Source: an optimization exercise on an open RTL-to-GDS flow (aim: small area, a short achievable clock period and few clock cycles). Production flows keep margins and buffers that such runs may drop.
RTL that was checked went through simulation tests only; none was proved equivalent to the original.
Power figures rest on the tool's default switching activity, not on a simulated workload.

== old ==
==> flow/design.v <==
`timescale 1ns / 1ps
package clc_pkg;
    localparam int SAMPLE_W   = 16;
    localparam int CUR_W      = 16;
    localparam int STATUS_W   = 3;
    localparam int CFG_IDX_W  = 2;
    localparam int TDATA_IN_W = 16;
    localparam int TDATA_OUT_W = 8;
    localparam int MAX_SAMPLES_DEF = 1024;
    localparam int TOP_COUNT_DEF   = 3;
    localparam int QUEUE_DEPTH     = 2;
    localparam logic [CUR_W-1:0] RATED_RESET = 16'd1000;
    localparam logic [CUR_W-1:0] MINW_RESET  = 16'd200;
    localparam int OFF_LIMIT_MA = 100;
    localparam int OVER_NUM     = 5;
    localparam int OVER_DEN     = 4;
    localparam logic MODE_PEAK = 1'b0;
    localparam logic MODE_MEAN = 1'b1;
    typedef enum logic [STATUS_W-1:0] {
        ST_NORMAL  = 3'd0,
        ST_OVER    = 3'd1,
        ST_UNDER   = 3'd2,
        ST_OFF     = 3'd3,
        ST_INVALID = 3'd4
    } status_t;
    typedef enum logic [CFG_IDX_W-1:0] {
        CFG_RATED = 2'd0,
        CFG_MINW  = 2'd1,
        CFG_MODE  = 2'd2
    } cfg_index_t;
    function automatic integer cnt_width(input integer max_samples);
        cnt_width = $clog2(max_samples + 1);
    endfunction
    function automatic integer sum_width(input integer max_samples);
        sum_width = cnt_width(max_samples) + SAMPLE_W - 1;
    endfunction
    function automatic integer entry_width(input integer max_samples, input integer top_count);
        entry_width = sum_width(max_samples) + cnt_width(max_samples) + top_count * SAMPLE_W;
    endfunction
    function automatic logic [SAMPLE_W-1:0] mag16(input logic [SAMPLE_W-1:0] v);
        mag16 = v[SAMPLE_W-1] ? (~v + 1'b1) : v;
    endfunction
endpackage
`timescale 1ns / 1ps
module current_level_classifier #(
    parameter int MAX_SAMPLES = clc_pkg::MAX_SAMPLES_DEF,
    parameter int TOP_COUNT   = clc_pkg::TOP_COUNT_DEF
) (
    input  logic                              aclk,
    input  logic                              aresetn,
    input  logic                              s_tvalid,
    output logic                              s_tready,
    input  logic [clc_pkg::TDATA_IN_W-1:0]    s_tdata,    
    input  logic                              s_tuser,    
    input  logic                              s_tlast,
    output logic                              m_tvalid,
    input  logic                              m_tready,
    output logic [clc_pkg::TDATA_OUT_W-1:0]   m_tdata,    
    input  logic                              cfg_valid,
    output logic                              cfg_ready,
    input  logic [clc_pkg::CFG_IDX_W-1:0]     cfg_index,
    input  logic [clc_pkg::CUR_W-1:0]         cfg_data
);
    localparam bit IREG = 1'b1;
    logic [15:0] rated_reg, minw_reg;
    logic        mode_reg;
    assign cfg_ready = 1'b1;
    always_ff @(posedge aclk) begin
        if (!aresetn) begin
            rated_reg <= 16'd1000;
            minw_reg  <= 16'd200;
            mode_reg  <= 1'b0;
        end else if (cfg_valid) begin
            if (cfg_index == 2'd0) rated_reg <= cfg_data;
            if (cfg_index == 2'd1) minw_reg  <= cfg_data;
            if (cfg_index == 2'd2) mode_reg  <= cfg_data[0];
        end
    end
    wire peak = !mode_reg;
    logic        pend_reg;       
    logic        bv_reg;         
    logic        out_v_reg;
    logic [2:0]  out_st_reg;
    logic [10:0] cnt_reg;
    logic [53:0] acc_reg;
    wire out_acc = !out_v_reg || m_tready;
    wire b_free  = !bv_reg || out_acc;
    wire c_free  = peak ? b_free : (!pend_reg || out_acc);
    wire c_free_safe = peak ? (!bv_reg || !out_v_reg) : (!pend_reg || !out_v_reg);
    wire pend_go = pend_reg && c_free;
    logic        b_v;            
    logic [15:0] b_d;
    logic        b_u, b_l;
    generate
        if (IREG) begin : g_ireg
            logic        iv_reg, iu_reg, il_reg;
            logic [15:0] id_reg;
            assign s_tready = !iv_reg || c_free_safe;
            always_ff @(posedge aclk) begin
                if (!aresetn) begin
                    iv_reg <= 1'b0;
                end else if (s_tready) begin
                    iv_reg <= s_tvalid;
                end else if (c_free) begin
                    iv_reg <= 1'b0;
                end
            end
            always_ff @(posedge aclk) begin
                if (s_tready) begin
                    id_reg <= s_tdata;
                    iu_reg <= s_tuser;
                    il_reg <= s_tlast;
                end
            end
            assign b_v = iv_reg && c_free;
            assign b_d = id_reg;
            assign b_u = iu_reg;
            assign b_l = il_reg;
        end else begin : g_noireg
            assign s_tready = c_free_safe;
            assign b_v = s_tvalid && s_tready;
            assign b_d = s_tdata;
            assign b_u = s_tuser;
            assign b_l = s_tlast;
        end
    endgenerate
    wire [10:0] cb  = pend_reg ? 11'd0 : cnt_reg;    
    wire        add = b_v && b_u && !cb[10];
    wire signed [15:0] v  = b_d;
    wire        [14:0] vu = b_d[14:0] ^ {15{b_d[15]}};   
    wire               vs = b_d[15];
    wire signed [15:0] t0 = acc_reg[15:0];
    wire signed [15:0] t1 = acc_reg[31:16];
    wire signed [15:0] t2 = acc_reg[47:32];
    wire cb_ge1 = |cb;
    wire cb_ge2 = |cb[10:1];
    wire cb_ge3 = (|cb[10:2]) | (&cb[1:0]);
    wire ge0 = cb_ge1 && (t0 >= v);
    wire ge1 = cb_ge2 && (t1 >= v);
    wire ge2 = cb_ge3 && (t2 >= v);
    wire hold2 = ge2 || !cb_ge2;
    wire [15:0] t0_ins = ge0 ? t0 : v;
    wire [15:0] t1_ins = ge1 ? t1 : (ge0 ? v : t0);
    wire [15:0] t2_ins = hold2 ? t2 : (ge1 ? v : t1);
    wire [26:0] dr = acc_reg[26:0];
    wire [26:0] dm = acc_reg[53:27];
    wire        first = !cb_ge1;
    logic [5:0] cyr_reg, cym_reg;
    logic [26:0] dr_ins, dm_ins;
    logic [5:0]  cyr_ins, cym_ins;
    clc_csacc u_accr (.d(dr), .cy(cyr_reg), .first(first), .vu(vu), .vs(vs),
                      .cur(rated_reg), .d_new(dr_ins), .cy_new(cyr_ins));
    clc_csacc u_accm (.d(dm), .cy(cym_reg), .first(first), .vu(vu), .vs(vs),
                      .cur(minw_reg), .d_new(dm_ins), .cy_new(cym_ins));
    always_ff @(posedge aclk) begin
        if (add && !peak) begin
            cyr_reg <= cyr_ins;
            cym_reg <= cym_ins;
        end
    end
    wire dr_neg, dm_neg;
    clc_cssign u_sgnr (.d(dr), .cy(cyr_reg), .neg(dr_neg));
    clc_cssign u_sgnm (.d(dm), .cy(cym_reg), .neg(dm_neg));
    wire n_ge2 = |cnt_reg[10:1];
    wire n_ge3 = (|cnt_reg[10:2]) | (&cnt_reg[1:0]);
    wire [1:0]  k_c = n_ge3 ? 2'd3 : cnt_reg[1:0];
    wire        s0 = t0[15];
    wire        s1 = t1[15] & n_ge2;
    wire        s2 = t2[15] & n_ge3;
    wire [14:0] x0 = t0[14:0] ^ {15{s0}};
    wire [14:0] x1 = (t1[14:0] ^ {15{t1[15]}}) & {15{n_ge2}};
    wire [14:0] x2 = (t2[14:0] ^ {15{t2[15]}}) & {15{n_ge3}};
    wire [17:0] tsum = {3'd0, x0} + {3'd0, x1} + {3'd0, x2}
                     + {17'd0, s0} + {17'd0, s1} + {17'd0, s2};
    logic [53:0] acc_next;
    always_comb begin
        acc_next = acc_reg;
        if (peak) begin
            if (add) begin
                acc_next[15:0]  = t0_ins;
                acc_next[31:16] = t1_ins;
                acc_next[47:32] = t2_ins;
            end
            if (pend_go) begin
                acc_next[49:32] = tsum;
                acc_next[51:50] = k_c;
            end
        end else if (add) begin
            acc_next[26:0]  = dr_ins;
            acc_next[53:27] = dm_ins;
        end
    end
    always_ff @(posedge aclk) begin
        acc_reg <= acc_next;
    end
    always_ff @(posedge aclk) begin
        if (!aresetn) begin
            cnt_reg  <= 11'd0;
            pend_reg <= 1'b0;
        end else if (!pend_reg || pend_go) begin
            cnt_reg  <= cb + {10'd0, add};
            pend_reg <= b_v && b_l;
        end
    end
    logic [2:0] st_mean;
    always_comb begin
        if (cnt_reg == 11'd0)   st_mean = 3'd4;
        else if (!dr_neg)       st_mean = 3'd1;
        else if (!dm_neg)       st_mean = 3'd0;
        else                    st_mean = 3'd2;
    end
    wire [17:0] tb_t = acc_reg[49:32];
    wire [1:0]  tb_k = acc_reg[51:50];
    logic [21:0] xa, xb, xc, xd, xs1, xc1, xs2, xc2;
    logic [19:0] ya, yb, yc, ys1, yc1;
    logic        kx, ky, x_neg, y_neg;
    always_comb begin
        xa  = {2'd0, tb_t, 2'b00};
        xb  = {4'd0, tb_t};
        xc  = ~(tb_k[0] ? {4'd0, rated_reg, 2'b00} : 22'd0);
        xd  = ~(tb_k[1] ? {3'd0, rated_reg, 3'b000} : 22'd0);
        xs1 = xa ^ xb ^ xc;
        xc1 = {(xa[20:0] & xb[20:0]) | (xa[20:0] & xc[20:0]) | (xb[20:0] & xc[20:0]), 1'b1};
        xs2 = xs1 ^ xc1 ^ xd;
        xc2 = {(xs1[20:0] & xc1[20:0]) | (xs1[20:0] & xd[20:0]) | (xc1[20:0] & xd[20:0]), 1'b0};
        kx  = 1'b1;
        for (int i = 0; i < 21; i++) kx = (xs2[i] & xc2[i]) | (kx & (xs2[i] | xc2[i]));
        x_neg = xs2[21] ^ xc2[21] ^ kx;
        ya  = {2'd0, tb_t};
        yb  = ~(tb_k[0] ? {4'd0, minw_reg} : 20'd0);
        yc  = ~(tb_k[1] ? {3'd0, minw_reg, 1'b0} : 20'd0);
        ys1 = ya ^ yb ^ yc;
        yc1 = {(ya[18:0] & yb[18:0]) | (ya[18:0] & yc[18:0]) | (yb[18:0] & yc[18:0]), 1'b1};
        ky  = 1'b1;
        for (int i = 0; i < 19; i++) ky = (ys1[i] & yc1[i]) | (ky & (ys1[i] | yc1[i]));
        y_neg = ys1[19] ^ yc1[19] ^ ky;
    end
    wire        is_off  = (tb_k == 2'd1) ? (tb_t <= 18'd100) :
                          (tb_k == 2'd2) ? (tb_t <= 18'd200) : (tb_t <= 18'd300);
    logic [2:0] st_peak;
    always_comb begin
        if (rated_reg == 16'd0 || tb_k == 2'd0)        st_peak = 3'd4;
        else if (!x_neg)                          st_peak = 3'd1;
        else if (is_off)                               st_peak = 3'd3;
        else if (y_neg)                          st_peak = 3'd2;
        else                                           st_peak = 3'd0;
    end
    always_ff @(posedge aclk) begin
        if (!aresetn) begin
            bv_reg <= 1'b0;
        end else if (b_free) begin
            bv_reg <= peak && pend_go;
        end
    end
    always_ff @(posedge aclk) begin
        if (!aresetn) begin
            out_v_reg <= 1'b0;
        end else if (out_acc) begin
            out_v_reg <= peak ? bv_reg : pend_reg;
        end
    end
    always_ff @(posedge aclk) begin
        if (out_acc) begin
            out_st_reg <= peak ? st_peak : st_mean;
        end
    end
    assign m_tvalid = out_v_reg;
    assign m_tdata  = {5'd0, out_st_reg};
endmodule
module clc_csacc (
    input  logic [26:0] d,
    input  logic [5:0]  cy,
    input  logic        first,
    input  logic [14:0] vu,        
    input  logic        vs,
    input  logic [15:0] cur,
    output logic [26:0] d_new,
    output logic [5:0]  cy_new
);
    logic [26:0] a, b, s;
    logic [27:0] c;
    logic        k;
    always_comb begin
        a = first ? 27'd0 : d;
        b = {11'h7ff, ~cur};
        c[0] = vs;
        for (int i = 0; i < 27; i++) begin
            logic x;
            x = (i < 15) ? vu[i] : 1'b0;
            s[i]   = a[i] ^ b[i] ^ x;
            c[i+1] = (a[i] & b[i]) | (a[i] & x) | (b[i] & x);
        end
        k = 1'b1;
        for (int i = 0; i < 27; i++) begin
            if (i > 0 && i % 4 == 0) begin
                cy_new[i/4 - 1] = k;
                k = first ? 1'b0 : cy[i/4 - 1];
            end
            d_new[i] = s[i] ^ c[i] ^ k;
            k = (s[i] & c[i]) | (s[i] & k) | (c[i] & k);
        end
    end
endmodule
module clc_cssign (
    input  logic [26:0] d,
    input  logic [5:0]  cy,
    output logic        neg
);
    logic       r;
    logic [4:0] t;
    logic [3:0] u;
    always_comb begin
        r = 1'b0;
        for (int j = 1; j < 6; j++) begin
            t = {1'b0, d[4*j +: 4]} + {4'd0, cy[j-1]} + {4'd0, r};
            r = t[4];
        end
        u = {1'b0, d[26:24]} + {3'd0, cy[5]} + {3'd0, r};
        neg = u[2];
    end
endmodule
Settings: LEC_CHECK=0, CAP_MARGIN=20, CORE_MARGIN=2, CORE_UTILIZATION=40, SETUP_SLACK_MARGIN=2.7, SLEW_MARGIN=20; clock period 6.5 ns.
run.sh (not shown) runs the stock make flow with config.mk's settings and CLKGATE_MAP_FILE= SYNTH_SCRIPT=/design/flow/synth_recipe.tcl, a recipe that flattens the netlist after the stock synthesis.
The inputs of new differ from those of old as listed below.
diff --git a/flow/design.v b/flow/design.v
--- a/flow/design.v
+++ b/flow/design.v
@@ -210,40 +210,22 @@
         else                    st_mean = 3'd2;
     end
     wire [17:0] tb_t = acc_reg[49:32];
     wire [1:0]  tb_k = acc_reg[51:50];
-    logic [21:0] xa, xb, xc, xd, xs1, xc1, xs2, xc2;
-    logic [19:0] ya, yb, yc, ys1, yc1;
-    logic        kx, ky, x_neg, y_neg;
-    always_comb begin
-        xa  = {2'd0, tb_t, 2'b00};
-        xb  = {4'd0, tb_t};
-        xc  = ~(tb_k[0] ? {4'd0, rated_reg, 2'b00} : 22'd0);
-        xd  = ~(tb_k[1] ? {3'd0, rated_reg, 3'b000} : 22'd0);
-        xs1 = xa ^ xb ^ xc;
-        xc1 = {(xa[20:0] & xb[20:0]) | (xa[20:0] & xc[20:0]) | (xb[20:0] & xc[20:0]), 1'b1};
-        xs2 = xs1 ^ xc1 ^ xd;
-        xc2 = {(xs1[20:0] & xc1[20:0]) | (xs1[20:0] & xd[20:0]) | (xc1[20:0] & xd[20:0]), 1'b0};
-        kx  = 1'b1;
-        for (int i = 0; i < 21; i++) kx = (xs2[i] & xc2[i]) | (kx & (xs2[i] | xc2[i]));
-        x_neg = xs2[21] ^ xc2[21] ^ kx;
-        ya  = {2'd0, tb_t};
-        yb  = ~(tb_k[0] ? {4'd0, minw_reg} : 20'd0);
-        yc  = ~(tb_k[1] ? {3'd0, minw_reg, 1'b0} : 20'd0);
-        ys1 = ya ^ yb ^ yc;
-        yc1 = {(ya[18:0] & yb[18:0]) | (ya[18:0] & yc[18:0]) | (yb[18:0] & yc[18:0]), 1'b1};
-        ky  = 1'b1;
-        for (int i = 0; i < 19; i++) ky = (ys1[i] & yc1[i]) | (ky & (ys1[i] | yc1[i]));
-        y_neg = ys1[19] ^ yc1[19] ^ ky;
-    end
+    wire [21:0] d_over  = {2'd0, tb_t, 2'b00} + {4'd0, tb_t}
+                        - (tb_k[0] ? {4'd0, rated_reg, 2'b00} : 22'd0)
+                        - (tb_k[1] ? {3'd0, rated_reg, 3'b000} : 22'd0);
+    wire [19:0] d_under = {2'd0, tb_t}
+                        - (tb_k[0] ? {4'd0, minw_reg} : 20'd0)
+                        - (tb_k[1] ? {3'd0, minw_reg, 1'b0} : 20'd0);
     wire        is_off  = (tb_k == 2'd1) ? (tb_t <= 18'd100) :
                           (tb_k == 2'd2) ? (tb_t <= 18'd200) : (tb_t <= 18'd300);
     logic [2:0] st_peak;
     always_comb begin
         if (rated_reg == 16'd0 || tb_k == 2'd0)        st_peak = 3'd4;
-        else if (!x_neg)                          st_peak = 3'd1;
+        else if (!d_over[21])                          st_peak = 3'd1;
         else if (is_off)                               st_peak = 3'd3;
-        else if (y_neg)                          st_peak = 3'd2;
+        else if (d_under[19])                          st_peak = 3'd2;
         else                                           st_peak = 3'd0;
     end
     always_ff @(posedge aclk) begin
         if (!aresetn) begin
Notes after the runs:
- old finished every step from synthesis to the final layout, and the layout passed the timing, design-rule and antenna checks.
- new completed every stage of the flow, and the final layout passed the timing, design-rule and antenna checks.
- Compared with old, in new number of distinct library cells after synthesis shows a reduction of about 10%, combinational group power shows an increase of about 0.7%, mean cell area of the mapped netlist shows a reduction of 0.045 um^2, cell count after placement shows an increase of 77.
- Re count of TritonRoute iterations in the first routing pass: new is 1 up on old.
- The sequential cell area was comparable across old and new.
- Between new and old, it is new whose part of the power in registers is lower, by 0.3 points.
- Final cell area: new above old
- new ends up with a via count that is 5.1% higher than in old.
- Register share of the cell area (lower): new
- On total clock network power, old and new are basically level.
Testbench counts of new, summed over its fixed seeds: cycles 36,491.
The RTL of old was laid out without a check of its function.

-- re-timing with driven ports --
In the flow no input, the clock included, has a driving cell. The finished layouts below were timed again as built, in two steps. Step 1: set_driving_cell puts a clkbuf_16 on aclk and a buf_2 on each other input, an assumption about the parent block. Step 2 moves the port delays by t, midway between the first and last clock arrival at a register: inputs arrive t later, outputs are due t later. That takes back most of the time a late clock gives input paths. Three values: no drivers, after step 1, after step 2; two values: the first two.
| run | shift t [ns] | setup slack, ns | hold slack, ns | latest minus earliest clock arrival (ns) |
|---|---|---|---|---|
| old | 0.493 | 2.443 / 2.443 / 2.327 | 0.509 / 0.509 / 0.509 | 0.027 / 0.027 |
| new | 0.494 | 2.307 / 2.307 / 2.307 | 0.497 / 0.497 / 0.497 | 0.011 / 0.011 |
After both steps setup and hold are still met in every run listed. The setup slack of old, which loses most, moves by 0.000 ns with the drivers and by -0.116 ns with both steps.
